Context: an optimization exercise on an open-source flow, tuned for small area, a short achievable clock period and few clock cycles per item. The choices shown serve that exercise and are no tape-out recipe. No functional check of the RTL was part of any run shown here. No activity file was given, so power comes from the tool's default toggle rates.

==> flow/design.v <==
`timescale 1ns / 1ps
`default_nettype none
package bgpr_pkg;
  localparam int COLUMNS = 128;
  localparam int SMP_W   = 8;
  localparam int COL_W   = 7;
  localparam int ROW_W   = 2;
  localparam int CNT_W   = 8;
  localparam logic [1:0] OP_CLEAR = 2'd0;
  localparam logic [1:0] OP_LOAD  = 2'd1;
  localparam logic [1:0] OP_READ  = 2'd2;
  localparam logic [1:0] OP_NONE  = 2'd3;
  localparam logic [SMP_W-1:0] FULL_SCALE_RST = 8'd75;
  localparam int FIFO_D = 7;
  localparam int OUT_SLOTS = FIFO_D + 1;
endpackage
`default_nettype wire
`timescale 1ns / 1ps
`default_nettype none
module bgpr_front (
  input  wire logic       clk,
  input  wire logic       wr,         
  input  wire logic [7:0] wdata,
  input  wire logic [127:0] sel,      
  output logic [7:0]      rdata
);
  logic [7:0] ring [128];
  always_ff @(posedge clk) begin
    ring[0] <= wr ? wdata : ring[127];
    for (int i = 1; i < 128; i++) ring[i] <= ring[i-1];
  end
  always_comb begin
    rdata = '0;
    for (int i = 0; i < 128; i++) rdata = rdata | (ring[i] & {8{sel[i]}});
  end
endmodule
`default_nettype wire
`timescale 1ns / 1ps
`default_nettype none
module bgpr_queue (
  input  wire logic clk,
  input  wire logic rst,
  input  wire logic push,
  input  wire logic [3:0] push_code,
  input  wire logic pop,
  output logic [3:0] head,
  output logic      empty
);
  localparam int D = bgpr_pkg::FIFO_D;
  logic [3:0] entries [D];
  logic [2:0] wr_ptr;
  logic [2:0] rd_ptr;
  logic [3:0] count;
  assign empty = count == '0;
  assign head  = entries[rd_ptr];
  always_ff @(posedge clk) begin
    if (rst) begin
      wr_ptr <= '0;
      rd_ptr <= '0;
      count  <= '0;
    end else begin
      if (push) wr_ptr <= (wr_ptr == 3'(D - 1)) ? '0 : wr_ptr + 3'd1;
      if (pop)  rd_ptr <= (rd_ptr == 3'(D - 1)) ? '0 : rd_ptr + 3'd1;
      if (push && !pop) count <= count + 4'd1;
      else if (pop && !push) count <= count - 4'd1;
    end
  end
  always_ff @(posedge clk) begin
    if (push) entries[wr_ptr] <= push_code;
  end
endmodule
`default_nettype wire
`timescale 1ns / 1ps
`default_nettype none
module bgpr_back (
  input  wire logic       clk,
  input  wire logic       rst,
  input  wire logic [7:0] floor_value,
  input  wire logic       in_valid,
  input  wire logic [7:0] in_x,         
  input  wire logic [7:0] in_s,         
  input  wire logic [1:0] in_row,
  output logic            out_valid,
  output logic [3:0]      out_code      
);
  function automatic logic [8:0] dstep(input logic [7:0] r, input logic [7:0] s);
    logic [8:0] t;
    logic [9:0] diff;
    t    = {r, 1'b0};
    diff = {1'b0, t} - {2'b0, s};
    dstep = diff[9] ? {1'b0, t[7:0]} : {1'b1, diff[7:0]};
  endfunction
  logic       v3;
  logic [7:0] x3;
  logic [7:0] s3;
  logic [1:0] row3;
  always_ff @(posedge clk) begin
    if (rst) v3 <= 1'b0;
    else     v3 <= in_valid;
    x3   <= in_x;
    s3   <= in_s;
    row3 <= in_row;
  end
  logic [7:0] d3;
  logic       q5_3;
  assign d3   = (x3 > floor_value) ? x3 - floor_value : 8'd0;
  assign q5_3 = d3 >= s3;
  logic       v4, q5_4;
  logic [7:0] s4, r4;
  logic [1:0] row4;
  always_ff @(posedge clk) begin
    if (rst) v4 <= 1'b0;
    else     v4 <= v3;
    s4   <= s3;
    r4   <= d3;
    q5_4 <= q5_3;
    row4 <= row3;
  end
  logic [8:0] a4, b4;
  assign a4 = dstep(r4, s4);
  assign b4 = dstep(a4[7:0], s4);
  logic       v5, q5_5;
  logic [1:0] q43_5;
  logic [7:0] s5, r5;
  logic [1:0] row5;
  always_ff @(posedge clk) begin
    if (rst) v5 <= 1'b0;
    else     v5 <= v4;
    s5    <= s4;
    r5    <= b4[7:0];
    q5_5  <= q5_4;
    q43_5 <= {a4[8], b4[8]};
    row5  <= row4;
  end
  logic [8:0] a5, b5;
  assign a5 = dstep(r5, s5);
  assign b5 = dstep(a5[7:0], s5);
  logic       v6, q5_6, sv6;
  logic [3:0] q41_6;
  logic [7:0] s6, r6;
  logic [1:0] row6;
  always_ff @(posedge clk) begin
    if (rst) v6 <= 1'b0;
    else     v6 <= v5;
    s6    <= s5;
    r6    <= b5[7:0];
    q5_6  <= q5_5;
    q41_6 <= {q43_5, a5[8], b5[8]};
    row6  <= row5;
  end
  logic [8:0] a6;
  logic [4:0] h6;
  logic [3:0] p6;
  assign a6 = dstep(r6, s6);
  assign h6 = {q41_6, a6[8]};
  always_comb begin
    if (q5_6 || h6[4:3] > ~row6) p6 = 4'd8;
    else if (h6[4:3] == ~row6)   p6 = {1'b0, h6[2:0]};
    else                         p6 = 4'd0;
  end
  assign out_valid = v6;
  assign out_code  = (s6 == 8'd0) ? 4'd15 : p6;
endmodule
`default_nettype wire
`timescale 1ns / 1ps
`default_nettype none
module bar_graph_page_renderer_unit (
  input  wire logic  clk,
  input  wire logic  rst,
  input  wire logic         items_valid,
  output logic              items_ready,
  input  wire logic [1:0]   items_operation,
  input  wire logic [7:0]   items_sample,
  input  wire logic [1:0]   items_row,
  input  wire logic [6:0]   items_column,
  input  wire logic         cfg_valid,
  output logic              cfg_ready,
  input  wire logic [1:0]   cfg_index,
  input  wire logic [7:0]   cfg_data,
  output logic              results_valid,
  input  wire logic         results_ready,
  output logic [7:0]        results_pixel_byte,
  output logic              results_scale_valid
);
  logic [7:0] floor_value;
  logic [7:0] full_scale;
  logic       w_valid;
  logic [1:0] w_op;
  logic [7:0] w_sample;
  logic [1:0] w_row;
  logic [6:0] w_col;
  logic [7:0] n;           
  logic [6:0] a1;          
  logic [6:0] gap;         
  logic [7:0] peak;
  logic       pk_v;        
  logic [7:0] pk_span;
  logic       v2;
  logic       draw2;
  logic [6:0] addr2;
  logic [1:0] row2;
  logic       ready_q;
  logic [3:0] outstanding;
  logic in_acc;
  assign in_acc      = items_valid && ready_q;
  assign items_ready = ready_q;
  assign cfg_ready   = 1'b1;
  logic ld, clr, rd, ld_do;
  assign ld    = w_valid && w_op == bgpr_pkg::OP_LOAD;
  assign clr   = w_valid && w_op == bgpr_pkg::OP_CLEAR;
  assign rd    = w_valid && w_op == bgpr_pkg::OP_READ;
  assign ld_do = ld && !n[7];
  logic [7:0] n_nxt;
  logic [6:0] gap_nxt;
  assign n_nxt   = clr ? 8'd0 : ld_do ? n + 8'd1 : n;
  assign gap_nxt = ld_do ? 7'd0 : gap - 7'd1;
  always_ff @(posedge clk) begin
    if (rst) begin
      w_valid <= 1'b0;
    end else begin
      w_valid <= in_acc;
    end
    w_op     <= items_operation;
    w_sample <= items_sample;
    w_row    <= items_row;
    w_col    <= items_column;
  end
  always_ff @(posedge clk) begin
    if (rst) begin
      floor_value <= '0;
      full_scale  <= bgpr_pkg::FULL_SCALE_RST;
      n           <= '0;
      peak        <= '0;
      pk_v        <= 1'b0;
    end else begin
      if (cfg_valid) begin
        if (cfg_index == 2'd0) floor_value <= cfg_data;
        if (cfg_index == 2'd1) full_scale  <= cfg_data;
      end
      n    <= n_nxt;
      pk_v <= ld_do && w_sample > floor_value;
      if (clr) begin
        peak <= '0;
      end else if (pk_v && pk_span > peak) begin
        peak <= pk_span;
      end
    end
    pk_span <= w_sample - floor_value;
    gap     <= gap_nxt;
    a1      <= (ld_do && n == 8'd0) ? 7'd1 : a1 + 7'd1;
  end
  always_ff @(posedge clk) begin
    if (rst) v2 <= 1'b0;
    else     v2 <= rd;
    addr2 <= a1 - w_col;
    draw2 <= {1'b0, w_col} < n;
    row2  <= w_row;
  end
  logic [127:0] sel;
  logic [7:0]   rdata;
  always_comb begin
    sel = '0;
    sel[addr2] = draw2;
  end
  bgpr_front u_front (
    .clk   (clk),
    .wr    (ld_do),
    .wdata (w_sample),
    .sel   (sel),
    .rdata (rdata)
  );
  logic [7:0] s2;
  assign s2 = (full_scale != '0) ? full_scale : peak;
  logic       v6;
  logic [3:0] code6;
  bgpr_back u_back (
    .clk         (clk),
    .rst         (rst),
    .floor_value (floor_value),
    .in_valid    (v2),
    .in_x        (rdata),
    .in_s        (s2),
    .in_row      (row2),
    .out_valid   (v6),
    .out_code    (code6)
  );
  logic       out_valid;
  logic [7:0] out_byte;
  logic       out_sv;
  logic       out_free;
  logic       f_push, f_pop, f_empty;
  logic [3:0] f_head;
  logic [3:0] next_code;
  assign out_free  = !out_valid || results_ready;
  assign f_pop     = out_free && !f_empty;
  assign f_push    = v6 && (!out_free || !f_empty);
  assign next_code = f_empty ? code6 : f_head;
  bgpr_queue u_queue (
    .clk       (clk),
    .rst       (rst),
    .push      (f_push),
    .push_code (code6),
    .pop       (f_pop),
    .head      (f_head),
    .empty     (f_empty)
  );
  always_ff @(posedge clk) begin
    if (rst) begin
      out_valid <= 1'b0;
    end else if (out_free) begin
      out_valid <= !f_empty || v6;
    end
    if (out_free) begin
      out_sv   <= next_code != 4'd15;
      out_byte <= (next_code == 4'd15) ? 8'd0 : ~(8'hFF >> next_code);
    end
  end
  assign results_valid       = out_valid;
  assign results_pixel_byte  = out_byte;
  assign results_scale_valid = out_sv;
  logic [3:0] out_nxt;
  logic       w_ld_nxt;
  logic       z_nxt;
  assign out_nxt  = outstanding + {3'd0, in_acc && items_operation == bgpr_pkg::OP_READ}
                                - {3'd0, out_valid && results_ready};
  assign w_ld_nxt = in_acc && (items_operation == bgpr_pkg::OP_LOAD ||
                               items_operation == bgpr_pkg::OP_CLEAR);
  assign z_nxt    = w_ld_nxt || n_nxt == 8'd0 || n_nxt[7] || gap_nxt == 7'd1;
  always_ff @(posedge clk) begin
    if (rst) begin
      outstanding <= '0;
      ready_q     <= 1'b1;
    end else begin
      outstanding <= out_nxt;
      ready_q     <= z_nxt && out_nxt < 4'(bgpr_pkg::OUT_SLOTS);
    end
  end
endmodule
`default_nettype wire
==> flow/run.sh <==
#!/bin/bash
# synth_recipe.tcl (not shown) runs the flow's synth.tcl, then flattens the netlist and writes it again
# the make line also repeats each setting of config.mk as NAME=value (left out here)
make -C /OpenROAD-flow-scripts/flow DESIGN_CONFIG=/design/flow/config.mk WORK_HOME=/design/flow/orfs CLKGATE_MAP_FILE= SYNTH_SCRIPT=/design/flow/synth_recipe.tcl finish
==> flow/config.mk <==
export PLATFORM = sky130hd
export DESIGN_NAME = bar_graph_page_renderer_unit
export DESIGN_NICKNAME = bar_graph_page_renderer_unit
export VERILOG_FILES = /design/flow/design.v
export SDC_FILE = /design/flow/constraint.sdc
export NUM_CORES = 4
export LEC_CHECK = 0
export CAP_MARGIN = 20
export CORE_MARGIN = 2
export CORE_UTILIZATION = 40
export SLEW_MARGIN = 20
==> flow/constraint.sdc <==
create_clock -name core_clock -period 5.0 [get_ports {clk}]
set_input_delay 1.0000 -clock core_clock [delete_from_list [all_inputs] [get_ports {clk}]]
set_output_delay 1.0000 -clock core_clock [all_outputs]
set_load 0.01 [all_outputs]
==> results of run 1 <==
## cells in the mapped netlist (26+ instances only)
| cell | count |
|---|---|
| dfxtp_1 | 1214 |
| a21oi_1 | 88 |
| nand2_1 | 103 |
| a222oi_1 | 47 |
| a31oi_1 | 33 |
| o21ai_0 | 44 |
| nor3_1 | 43 |
| mux2i_1 | 26 |
| clkbuf_1 | 99 |
| nand3_1 | 91 |
| ha_1 | 92 |
| and3_1 | 62 |
| mux2_2 | 33 |
| a21o_1 | 35 |
| a22oi_1 | 181 |
| nor2_1 | 151 |
| edfxtp_1 | 37 |
| xnor2_1 | 38 |
| nand4_1 | 44 |
| inv_1 | 114 |
| a22o_1 | 80 |
| a221oi_1 | 44 |
| a32oi_1 | 28 |
## per-stage QoR
stage / util [%] / std cells / power, mW / area (sq um) / hold slack, ps
3_5_place_dp: 43.0 / 4391 / 16.1 / 40800 / 312
4_1_cts: 47.5 / 4615 / 25.6 / 45100 / 316
2_1_floorplan: - / 3135 / 13.9 / 38200 / 310
3_3_place_gp: 43.0 / 4391 / 16.0 / 40800 / 312
6_report: 47.5 / 4617 / 25.7 / 45100 / 319
5_1_grt: 47.5 / 4616 / 26.5 / 45100 / 331
## flip-flops by register name, summed over array words and instances, names as in the netlist, 8 cells and up, named ones only
name,cells
w_sample,8
u_back.s6,8
floor_value,8
out_byte,8
u_back.r4,8
n,8
pk_span,8
u_back.s4,8
u_queue.entries,28
u_back.r6,8
u_back.s3,8
u_back.r5,8
u_back.s5,8
full_scale,8
peak,8
u_front.ring,1024
u_back.x3,8
## power by group through the flow
stage	Clock, mW	Sequential (mW)	Combinational, mW
2_1_floorplan	0	10.9	2.96
3_3_place_gp	0	11.1	4.95
3_5_place_dp	0	11.1	5.00
4_1_cts	9.75	10.8	5.03
5_1_grt	10.2	10.9	5.38
6_report	9.65	10.8	5.16
## metal layers
layer  part of all wire, %  global-route usage (%)
met5                     0                       0
met2                    45                    38.7
met4                   4.1                    9.70
met3                   8.6                    5.07
met1                    42                    31.8
## worst max path at each step
stage	start	to	slack, ps
after floorplan	u_back.s4[1]	u_back.r5[1]	980
after global placement	addr2[2]	u_back.x3[6]	470
after detailed placement	addr2[2]	u_back.x3[6]	530
after CTS	addr2[2]	u_back.x3[6]	480
after global routing	u_back.s5[1]	u_back.r6[5]	140
final	addr2[2]	u_back.x3[6]	390
## cell families after synthesis
family	after synthesis
other	1
multiplexers	63
buffers and inverters	264
flip-flops	1251
XOR/XNOR	59
adder cells (fa/ha/maj)	99
AO/OA/AOI/OAI	747
AND/OR/NAND/NOR	651
## worst register-to-register path, stage by stage, from the launching register on
cell and delay [ps]:
dfxtp_1 560, nor3_2 600, buf_4 280, a21oi_1 100, or3_2 830, buf_4 370
a22oi_1 590, nor3_1 350, nor4_1 450, and4_1 240, nand4b_1 90
## final cells by class
class                   instances  area [sq um]  area share, %
flip-flops and latches       1251         25400           56.3
multi-input cells            1620         12100           26.8
clock buffers                 164          3410           7.55
well taps                    1265          1580           3.51
repair buffers                142          1270           2.82
clock inverters                60           900           1.99
inverters                     114           428          0.949
diodes                          1          2.50        0.00555
==> impl_metrics.json, run 1 <==
{
  "run_status": "no timing/DRC/antenna violations",
  "start_util_pct": 40.3,
  "cts_root_buf": "clkbuf_16",
  "clock_sinks": 1251,
  "grt_pass1_vias": 25900,
  "cpMostUsedCell": "buf_4",
  "via_count": 26400,
  "pwr-share-comb_pct": 20.1,
  "syn_area_per_cell_sq_um": 12.2,
  "ir_worst_vdd_mv": 0.401,
  "setup_viol": 0,
  "critical_path.max_stage_delay_ps": 830,
  "p_sw_mw": 7.80,
  "finClkSkew_ps": 69.5,
  "seqPwrFrac_pct": 42.3,
  "synth_compound_area_share_pct": 15.0,
  "rows": 113,
  "h-tree-depth": 3,
  "yosysTopAreaCell": "dfxtp_1",
  "timing.final.ws_setup_ps": 394,
  "drtIter0Drc": 3001,
  "synth_ff_type": "dfxtp_1",
  "fmax_ghz": 0.217,
  "path_depth": 10,
  "worst_slew_pin_slew_ps": 1130,
  "ys_seq_area_share_pct": 66.5,
  "drv_slew": 0,
  "setup_tns_ps": 0,
  "cts_tree": "yes",
  "cts_buffers": 118,
  "synthArstFlopShare_pct": 0,
  "synthDistinctLibCells": 89,
  "wl_per_cell_microns": 26.3,
  "crit_arrival_ps": 5180,
  "synth_xor_area_share_pct": 1.39,
  "crit_path_cell_trace": "nor3_2 -> buf_4 -> a21oi_1 -> or3_2 -> buf_4 -> a22oi_1 -> nor3_1 -> nor4_1 -> and4_1 -> nand4b_1",
  "drive_gt1_share_pct": 12.4,
  "critical_path_class": "flop to flop",
  "internal_power_mw": 17.9,
  "rsz0062_at_grt": "no",
  "r2r-end": "u_back.x3[6]",
  "synth_top_family_by_area": "compound AO/OA/AOI/OAI gates",
  "yosys_warnings": 5,
  "place_congestion": 0.911,
  "mostFrequentLayoutCells": "1,214 x dfxtp_1, 181 x a22oi_1, 130 x nor2_1",
  "syn_inst": 3135,
  "postCtsSetupBuffers": 0,
  "nets": 3380,
  "cp.buffers_inverters": 2,
  "die_area_sq_um": 98000,
  "r2r_cells": 10,
  "dieHeight_microns": 313,
  "antenna_found_initial": 5,
  "power_density_nw_per_um2": 569,
  "synth_edf_count": 37,
  "drt_wl_total_mm": 121,
  "final_common_cell": "dfxtp_1",
  "cp-end-kind": "flop",
  "port_buffers": 44,
  "ys_top_cells_by_area": "dfxtp_1 64%, a22oi_1 3.6%, ha_1 3.0%",
  "ant_nets": 0,
  "globalRoute.totalOverflow": 0,
  "ff2ff_setup_slack_ps": 390,
  "crit_family": "simple AND/OR/NAND/NOR gates",
  "finalCritPeriodShare_pct": 92.1,
  "dp_hpwl_mm": 79.1,
  "hold_depth": 0,
  "syn_area_sq_um": 38200,
  "viasPerCell": 5.71,
  "synth_top_cell_area_share_pct": 63.6,
  "startpoint_type": "flop",
  "dr.pass1.iters": 6,
  "fillCellCount": 8375,
  "maxCapViolCount": 0,
  "cp.required_ps": 5580,
  "die_x_microns": 313,
  "synth_adder_area_share_pct": 3.38,
  "cts-hold-fix-buffers": 0,
  "min_to": "u_front.ring[18][1]",
  "synth-simple-area-share_pct": 9.02,
  "path_clk_slew_ps": 70,
  "grtUsageTotal_pct": 24.1,
  "p_leak_nw": 17.3,
  "io_pins": 46,
  "crit_path_max_fanout": 24,
  "critPathSlowestCell": "or3_2",
  "clk_latency_ps": 730,
  "period_minus_slack_ps": 4610,
  "clock_power_share_pct": 37.6,
  "synth.net_count": 3268,
  "hp-class": "flop to flop",
  "grt_max_degree": 44,
  "hold_start": "u_front.ring[17][1]",
  "switching_share_pct": 30.4,
  "regToRegStartpoint": "addr2[2]",
  "slew_headroom_pct": 24.4,
  "syn_to_final_growth_pct": 18.1,
  "cts_resized": 0,
  "place_ws_ps": 528,
  "grt_pass1_wl_mm": 175,
  "muxShareOfSynthArea_pct": 1.89,
  "hold_violations": 0,
  "coreArea_sq_um": 94900,
  "ys_ff_latch": 1251,
  "cts_buffer_depth": 3,
  "drc_errors": 0
}
==> inputs of run 2 (changes only) <==
--- a/flow/config.mk
+++ b/flow/config.mk
@@ -7,2 +7,3 @@
 export LEC_CHECK = 0
+export ABC_CLOCK_PERIOD_IN_PS = 3000
 export CAP_MARGIN = 20
@@ -10,2 +11,3 @@
 export CORE_UTILIZATION = 40
+export SETUP_SLACK_MARGIN = 1.8
 export SLEW_MARGIN = 20
==> impl_metrics.json, run 2 <==
{
  "synth_most_common_cell": "dfxtp_1",
  "ys_top_cells_by_area": "dfxtp_1 64%, a22oi_1 3.6%, ha_1 3.0%",
  "synthArstFlopShare_pct": 0,
  "layout.area.seq_sq_um": 25400,
  "fin_util_pct": 50.4,
  "clock_sinks": 1251,
  "worst_slew_pin_slew_ps": 1040,
  "die_x_microns": 313,
  "io_pins": 46,
  "h-tree-depth": 3,
  "via_count": 27700,
  "drt_wl_total_mm": 129,
  "ant_nets": 0,
  "dr.pass1.iters": 7,
  "ir_worst_vdd_mv": 0.375,
  "largest_register": "u_front.ring",
  "largestRegisters": "u_front.ring (1024), u_queue.entries (28)",
  "start_util_pct": 40.3,
  "grt_max_degree": 39,
  "setup_viol": 0,
  "synth_ff_type": "dfxtp_1",
  "ys_ff_latch": 1251,
  "slew_headroom_pct": 30.5,
  "coreArea_sq_um": 94900,
  "drive_gt1_share_pct": 20.5,
  "p_leak_nw": 18.5,
  "synthDistinctLibCells": 89,
  "hp-class": "flop to flop",
  "cts_tree": "yes",
  "timing.final.ws_setup_ps": 1330,
  "globalRoute.totalOverflow": 0,
  "grt_pass1_vias": 27000,
  "nets": 3588,
  "fillCellCount": 8050,
  "crit_path_max_fanout": 4,
  "grt_pass1_wl_mm": 182,
  "viasPerCell": 5.76,
  "fmax_ghz": 0.273,
  "cts_buffers": 115,
  "drc_errors": 0,
  "die_area_sq_um": 98000,
  "path_clk_slew_ps": 70,
  "cp-end-kind": "flop",
  "place_area_sq_um": 40900,
  "cts_root_buf": "clkbuf_16",
  "synth_top_cell_area_share_pct": 63.6,
  "maxCapViolCount": 0,
  "wl_per_cell_microns": 26.7,
  "stdcell_count": 4816,
  "yosys_warnings": 5,
  "cts_buffer_depth": 3,
  "cp.required_ps": 5560,
  "hold_violations": 0,
  "place_ws_ps": 712,
  "syn_inst": 3135,
  "total_power_mw": 26.8,
  "finClkSkew_ps": 46.0,
  "setup_tns_ps": 0,
  "largest_register_ffs": 1024,
  "port_buffers": 44,
  "dp_hpwl_mm": 81.6,
  "dieHeight_microns": 313,
  "place_congestion": 0.908,
  "final_common_cell": "dfxtp_1",
  "syn_to_final_growth_pct": 25.0,
  "clk_latency_ps": 710,
  "final_cell_area_sq_um": 47800,
  "syn_area_per_cell_sq_um": 12.2,
  "synth.net_count": 3268,
  "synthTopCellsByCount": "1,214 x dfxtp_1, 181 x a22oi_1, 151 x nor2_1",
  "syn_area_sq_um": 38200,
  "crit_arrival_ps": 4230,
  "rsz0062_at_grt": "yes",
  "multi_input_area_sq_um": 12900,
  "antenna_found_initial": 1,
  "synth_edf_count": 37,
  "grtUsageTotal_pct": 25.1,
  "drtIter0Drc": 3799,
  "drv_slew": 0,
  "run_status": "no timing/DRC/antenna violations",
  "dp.cells": 4392,
  "finalCritPeriodShare_pct": 73.3,
  "period_minus_slack_ps": 3670,
  "power_density_nw_per_um2": 562,
  "ys_seq_area_share_pct": 66.5,
  "yosysTopAreaCell": "dfxtp_1",
  "rows": 113,
  "fin_hold_ws_ps": 321,
  "mostFrequentLayoutCells": "1,199 x dfxtp_1, 228 x buf_4, 178 x a22oi_1",
  "critical_path_class": "flop to flop",
  "startpoint_type": "flop"
}
run 2: critical path: stages, from the launching register on:
cell,delay [ps]
dfxtp_4,380
inv_4,60
ha_4,120
inv_2,30
fa_2,330
a21o_1,170
a21oi_2,170
o21ai_1,90
a21oi_2,150
nor2b_1,80
o21a_1,200
o22ai_4,210
or2_4,160
ha_4,180
nand2b_4,130
a21o_1,150
a21o_1,160
a21o_1,160
a21o_1,150
a21o_1,150
a21o_1,140
a21o_1,150
run 2: cell type report:
class / instances / share of cell area (%)
flip-flops and latches: 1251 / 53.3
multi-input cells: 1621 / 27.0
repair buffers: 352 / 7.18
clock buffers: 157 / 6.82
well taps: 1265 / 3.31
clock inverters: 55 / 1.46
inverters: 114 / 0.911
diodes: 1 / 0.00524
run 2: kinds of logic (layout without fill, tap and decap cells):
family	count (synthesis)	after routing	synth area share, %
muxes	63	63	1.89
buffers and inverters	264	678	2.76
AOI/OAI and AO/OA	747	747	15.0
DFF	1251	1251	66.5
xor gates and xnor gates	59	59	1.39
other	1	2	0.00981
and+or+nand+nor	651	652	9.02
adders and majority gates	99	99	3.38
run 2: power breakdown:
part	total [mW]	leakage [nW]	internal, mW	switching [mW]
combinational	6.89	6.39	2.79	4.10
sequential	10.8	10.2	10.5	0.343
clock	9.10	1.94	5.21	3.90
total	26.8	18.5	18.5	8.34
run 2: routing by layer:
layer	part of all wire, %	track usage [%]	vias to the layer above
li1	-	-	12200
met1	40	32.9	13400
met2	44	38.9	1641
met3	9.7	5.56	467
met4	5.8	12.7	4
met5	0.044	0	-
run 2: final timing paths:
kind | depth (start not counted) | start | to | slack (ps)
min | 0 | u_back.row5[1] | u_back.row6[1] | 320
max | 21 | u_back.x3[0] | u_back.q5_4 | 1330
min reg2reg | 0 | u_back.row5[1] | u_back.row6[1] | 320
max reg2reg | 21 | u_back.x3[0] | u_back.q5_4 | 1330
run 2: timing repair:
item                                    4_1_cts  5_1_grt
hold buffers                                  0        0
gates resized for setup                     120       98
endpoints found under the setup margin       27       32
setup buffers                               137       69
pin swaps                                    67       56
cloned                                        2        3

-- port drivers added, routing unchanged --
The flow's constraints put no driver on any port. The routed layouts listed below were extracted and timed again, unchanged, in two steps. Step 1 (the two cells are an assumption about what drives the block):
set clk [get_ports {clk}]
set_driving_cell -lib_cell sky130_fd_sc_hd__clkbuf_16 $clk
set_driving_cell -lib_cell sky130_fd_sc_hd__buf_2 [delete_from_list [all_inputs] $clk]
Step 2 times the ports against the registers' clock, not the clock port: input delays grow and output delays shrink by t, the midpoint of the rising clock arrivals with the driver on. Slacks: ideal / step 1 / step 2; pairs: ideal / step 1.
| run | shift t [ns] | slack for setup (ns) | hold WS [ns] | clock arrival spread, ns |
|---|---|---|---|---|
| run 1 | 0.758 | 0.394 / 0.394 / 0.394 | 0.319 / 0.319 / 0.319 | 0.075 / 0.075 |
| run 2 | 0.756 | 1.333 / 1.333 / 1.333 | 0.321 / 0.321 / 0.321 | 0.061 / 0.062 |
After both steps setup and hold are still met in every run listed.
